This is an optimization exercise on Yosys and OpenROAD, whose aim is small area, not a production implementation. The RTL was checked by simulation tests, not by an equivalence proof against the original design. Power figures rest on the tool's default switching activity, not on a simulated workload.

## job 8609
==> flow/design.v (excerpt) <==
module parking_lot_top (
	input logic clock,
	input logic reset,
	input logic park_req,
	input logic retrieve_req,
	input parking_pkg::plate_t order_plate,
	output parking_pkg::floor_t current_floor,
	output logic plate_type,
	output logic park_done,
	output parking_pkg::floor_t park_floor,
	output logic park_place,
	output logic car_out,
	output parking_pkg::plate_t car_out_plate,
	output parking_pkg::fee_t fee,
	output logic order_rejected,
	output logic order_dropped,
	output logic full_sedan,
	output logic full_suv
);
	logic order_valid;
	logic order_take;
	parking_pkg::order_kind_t order_kind;
	parking_pkg::plate_t order_plate_q;
	logic suv_query;
	parking_pkg::plate_t store_plate;
	logic store_strobe;
	logic clear_strobe;
	parking_pkg::floor_t free_floor;
	logic free_place;
	logic free_found;
	parking_pkg::floor_t hit_floor;
	logic hit_place;
	logic hit_found;
	logic [7:0] spot_count;
	order_queue queue_i (
		.clock(clock),
		.reset(reset),
		.park_req(park_req),
		.retrieve_req(retrieve_req),
		.order_plate(order_plate),
		.order_take(order_take),
		.order_valid(order_valid),
		.order_kind(order_kind),
		.order_plate_q(order_plate_q),
		.order_dropped(order_dropped)
	);
	elevator_controller controller_i (
		.clock(clock),
		.reset(reset),
		.order_valid(order_valid),
		.order_kind(order_kind),
		.order_plate_q(order_plate_q),
		.free_floor(free_floor),
  ...
For scale: about 1600 cells after synthesis, roughly 520 flip-flops, ~58 I/O pins.
==> flow/config.mk <==
export PLATFORM = sky130hd
export DESIGN_NAME = parking_lot_top
export DESIGN_NICKNAME = parking_lot_top
export VERILOG_FILES = /design/flow/design.v
export SDC_FILE = /design/flow/constraint.sdc
export NUM_CORES = 4
export LEC_CHECK = 0
export CAP_MARGIN = 0
export CORE_MARGIN = 2
export CORE_UTILIZATION = 40
export GPL_TIMING_DRIVEN = 0
export SLEW_MARGIN = 0
==> flow/constraint.sdc <==
create_clock -name core_clock -period 10.0 [get_ports {clock}]
set_input_delay 2.0000 -clock core_clock [delete_from_list [all_inputs] [get_ports {clock}]]
set_output_delay 2.0000 -clock core_clock [all_outputs]
set_load 0.01 [all_outputs]
standard.sh (not shown) runs the stock make flow with config.mk's settings and CLKGATE_MAP_FILE= SYNTH_SCRIPT=/design/flow/synth_recipe.tcl, a recipe that flattens the netlist after the stock synthesis.
==> flow/flow/run.sh <==
#!/bin/bash
# Own layout flow: the standard ORFS flow (standard.sh) with three changes:
#  - ABC maps the logic with an area-oriented script (flow/abc_area.script) in
#    place of ORFS's speed script; every other synthesis step is unchanged, so
#    the registers, their names and cell types are the standard synthesis's;
#  - the port buffers are buf_1 cells;
#  - CTS clusters up to 26 sinks per clkbuf_16 and inserts no dummy loads.
# Each make run's full output goes to a log file of its own in this folder.
set -euo pipefail
W=$(pwd)
rm -rf "$W/scripts"
cp -r "$FLOW_HOME/scripts" "$W/scripts"
cp "$W/flow/abc_area.script" "$W/scripts/abc_speed.script"
ARGS=("SCRIPTS_DIR=$W/scripts"
	"BUFFER_PORTS_ARGS=-buffer_cell sky130_fd_sc_hd__buf_1"
	"CTS_ARGS=-sink_clustering_enable -repair_clock_nets -dont_use_dummy_load -buf_list sky130_fd_sc_hd__clkbuf_16 -sink_clustering_size 26 -sink_clustering_max_diameter 100")
bash standard.sh "${ARGS[@]}" synth > "$W/synth.log" 2>&1
bash standard.sh "${ARGS[@]}" finish > "$W/layout.log" 2>&1
==> flow/flow/abc_area.script <==
&get -n
&st
&dch
&nf -a
&put
topo
stime -c
Job 8609: PASS, flow complete, no timing, DRC or antenna violations
--- input diff job 8609..job 9049 ---
Settings: an added CTS_CLUSTER_DIAMETER of 60; an added CTS_CLUSTER_SIZE of 16; a deleted GPL_TIMING_DRIVEN that had been 0; a change of SLEW_MARGIN from 0 to 20; an added CTS_BUF_LIST of sky130_fd_sc_hd__clkbuf_8; a change of CAP_MARGIN from 0 to 20.
==> flow/run.sh (new file) <==
#!/bin/bash
# synth_recipe.tcl (not shown) runs the flow's synth.tcl, then flattens the netlist and writes it again
# the make line also repeats each setting of config.mk as NAME=value (left out here)
make -C /OpenROAD-flow-scripts/flow DESIGN_CONFIG=/design/flow/config.mk WORK_HOME=/design/flow/orfs CLKGATE_MAP_FILE= SYNTH_SCRIPT=/design/flow/synth_recipe.tcl finish
removed: flow/flow/run.sh
removed: flow/flow/abc_area.script
removed: flow/standard.sh
Notes after the runs:
Final total power is higher on job 8609. Job 9049 against job 8609; leakage power total is up by more than 10%. | sequential cell count | job 8609 vs job 9049 | ≈ equal |. For non-clock inverter instance count of the final layout, dividing the value from job 9049 by the value from job 8609 gives 1.2. Taking job 8609 as the reference, in job 9049 clock power climbed 21%, synthesized cell count climbed 99.
> inputs changed (job 9049 -> job 6553)
Settings: clearing CTS_CLUSTER_DIAMETER, which used to be 60; clearing CTS_CLUSTER_SIZE, which used to be 16; putting GPL_TIMING_DRIVEN at 0 where nothing was set; clearing CTS_BUF_LIST, which used to be sky130_fd_sc_hd__clkbuf_8.
==> flow/flow/run.sh (new file) <==
#!/bin/bash
# Own layout flow: the standard ORFS flow (standard.sh) with three changes:
#  - ABC maps the logic with an area-oriented script (flow/abc_area.script) in
#    place of ORFS's speed script; every other synthesis step is unchanged, so
#    the registers, their names and cell types are the standard synthesis's;
#  - the port buffers are buf_1 cells;
#  - CTS clusters up to 26 sinks per clkbuf_16 and inserts no dummy loads.
# Each make run's full output goes to a log file of its own in this folder.
set -euo pipefail
W=$(pwd)
rm -rf "$W/scripts"
cp -r "$FLOW_HOME/scripts" "$W/scripts"
cp "$W/flow/abc_area.script" "$W/scripts/abc_speed.script"
ARGS=("SCRIPTS_DIR=$W/scripts"
	"BUFFER_PORTS_ARGS=-buffer_cell sky130_fd_sc_hd__buf_1"
	"CTS_ARGS=-sink_clustering_enable -repair_clock_nets -dont_use_dummy_load -buf_list sky130_fd_sc_hd__clkbuf_16 -sink_clustering_size 26 -sink_clustering_max_diameter 100")
bash standard.sh "${ARGS[@]}" synth > "$W/synth.log" 2>&1
bash standard.sh "${ARGS[@]}" finish > "$W/layout.log" 2>&1
==> flow/flow/abc_area.script (new file) <==
&get -n
&st
&dch
&nf -a
&put
topo
stime -c
==> flow/standard.sh (new file) <==
#!/bin/bash
# synth_recipe.tcl (not shown) runs the flow's synth.tcl, then flattens the netlist and writes it again
# the make line also repeats each setting of config.mk as NAME=value (left out here)
make -C /OpenROAD-flow-scripts/flow DESIGN_CONFIG=/design/flow/config.mk WORK_HOME=/design/flow/orfs CLKGATE_MAP_FILE= SYNTH_SCRIPT=/design/flow/synth_recipe.tcl "${@:-finish}"
removed: flow/run.sh
Notes after the runs:
- Between job 9049 and job 6553, the area enclosed by the die boundary is lower for job 6553.
- For the setup slack after layout, job 6553 came in 0.57 ns higher than job 9049 did.
- Job 6553: proportion of cell area spent on the clock network 1.2 points below job 9049
- | number of cells on the worst reg-to-reg path | job 6553 vs job 9049 | 5 higher |
- Comparing final setup skew for job 9049 and job 6553, the smaller number came from job 9049.
- Summary of job 6553 over job 9049: first-iteration DRC count rose by 4.8%; leakage power total fell by 13%.
Input-level comparison between job 7279 and job 6553:
Settings: setting CTS_CLUSTER_SIZE to 30 for the first time; setting CTS_BUF_LIST to sky130_fd_sc_hd__clkbuf_16 for the first time; setting CTS_CLUSTER_DIAMETER to 100 for the first time; removing GPL_TIMING_DRIVEN (formerly 0).
==> flow/run.sh (new file) <==
#!/bin/bash
# synth_recipe.tcl (not shown) runs the flow's synth.tcl, then flattens the netlist and writes it again
# the make line also repeats each setting of config.mk as NAME=value (left out here)
make -C /OpenROAD-flow-scripts/flow DESIGN_CONFIG=/design/flow/config.mk WORK_HOME=/design/flow/orfs CLKGATE_MAP_FILE= SYNTH_SCRIPT=/design/flow/synth_recipe.tcl finish
removed: flow/flow/run.sh
removed: flow/flow/abc_area.script
removed: flow/standard.sh
## What came out
- Job 7279 has completed all stages; timing, DRC and antenna checks passed.
- Comparing instance count on the critical path for job 7279 and job 6553, the smaller number came from job 7279.
- Full die area, job 7279 and job 6553, higher one = job 7279.
- Between job 7279 and job 6553, the portion of the clock cycle consumed by the worst path in the final layout is lower for job 6553.

* * *

parking_lot_top again, from the RTL that the note above started with.
clock: 10.0 ns
lec_check: 0
cap_margin: 20
core_margin: 2
core_utilization: 40
gpl_timing_driven: 0
slew_margin: 20
==> flow/flow/run.sh <==
#!/bin/bash
# Own layout flow: the standard ORFS flow (standard.sh) with three changes:
#  - ABC maps the logic with an area-oriented script (flow/abc_area.script, which then buffers and sizes for load) in
#    place of ORFS's speed script; every other synthesis step is unchanged, so
#    the registers, their names and cell types are the standard synthesis's;
#  - the port buffers are buf_1 cells;
#  - CTS clusters up to 26 sinks per clkbuf_16 and inserts no dummy loads.
# Each make run's full output goes to a log file of its own in this folder.
set -euo pipefail
W=$(pwd)
rm -rf "$W/scripts"
cp -r "$FLOW_HOME/scripts" "$W/scripts"
cp "$W/flow/abc_area.script" "$W/scripts/abc_speed.script"
ARGS=("SCRIPTS_DIR=$W/scripts"
	"BUFFER_PORTS_ARGS=-buffer_cell sky130_fd_sc_hd__buf_1"
	"CTS_ARGS=-sink_clustering_enable -repair_clock_nets -dont_use_dummy_load -buf_list sky130_fd_sc_hd__clkbuf_16 -sink_clustering_size 26 -sink_clustering_max_diameter 100")
bash standard.sh "${ARGS[@]}" synth > "$W/synth.log" 2>&1
bash standard.sh "${ARGS[@]}" finish > "$W/layout.log" 2>&1
==> flow/flow/abc_area.script <==
&get -n
&st
&dch
&nf -a
&put
buffer -c
topo
stime -c
upsize -c
dnsize -c
Rerun with:
--- a/flow/flow/run.sh
+++ b/flow/flow/run.sh
@@ -3 +3 @@
-#  - ABC maps the logic with an area-oriented script (flow/abc_area.script, which then buffers and sizes for load) in
+#  - ABC maps the logic with an area-oriented script (flow/abc_area.script) in
==> flow/flow/abc_area.script (replaced) <==
&get -n
&st
&dch
&nf -a
&put
topo
stime -c
--- a/flow/config.mk
+++ b/flow/config.mk
@@ -8 +8 @@
-export CAP_MARGIN = 20
+export CAP_MARGIN = 0
@@ -10 +10 @@
-export CORE_UTILIZATION = 40
+export CORE_UTILIZATION = 60
@@ -12 +12,2 @@
-export SLEW_MARGIN = 20
+export PLACE_DENSITY = 0.75
+export SLEW_MARGIN = 0
After rerunning:
- first-iteration DRC count climbs by 19%
- sequential cell count does not change
- worst setup slack loses 48 ps
- routed wire length drops by about 5.6%
- sequential power climbs by about 5%
- cell area barely changes
- non-clock buffer count drops by 28

[re-timing with driven ports]
The flow's constraints put no driver on any port. The routed layouts listed below were extracted and timed again, unchanged, in two steps. Step 1 sets driving cells, clkbuf_16 on the clock port and buf_2 on the other inputs (assumed; they add their load-dependent delay and slew). Step 2 adds t to the input delays and takes it off the output delays; t is the mean of the earliest and latest rising clock arrival at the registers after step 1. Input paths then give back, and output paths get back, about the clock's delay inside the block. a / b / c = ideal ports / drivers / drivers and shift; a / b = the first two.
run | shift t [ns] | slack for setup (ns) | clock arrival spread, ns | slew at the worst register clock pin (ns) | worst slew at a driven data input, ns
job 8609 | 0.619 | 2.854 / 2.796 / 3.416 | 0.066 / 0.065 | 0.11 / 0.11 | 0.06
job 9049 | 0.692 | 2.393 / 2.342 / 3.034 | 0.046 / 0.046 | 0.11 / 0.11 | 0.05
job 6553 | 0.613 | 2.963 / 2.906 / 3.519 | 0.070 / 0.070 | 0.11 / 0.11 | 0.05
job 7279 | 0.627 | 2.537 / 2.479 / 3.105 | 0.035 / 0.035 | 0.12 / 0.12 | 0.05
the first run of note 2 | 0.603 | 2.774 / 2.719 / 3.322 | 0.061 / 0.061 | 0.11 / 0.11 | 0.07
the second run of note 2 | 0.612 | 2.726 / 2.674 / 3.286 | 0.063 / 0.062 | 0.10 / 0.10 | 0.05
After both steps setup and hold are still met in every run listed.
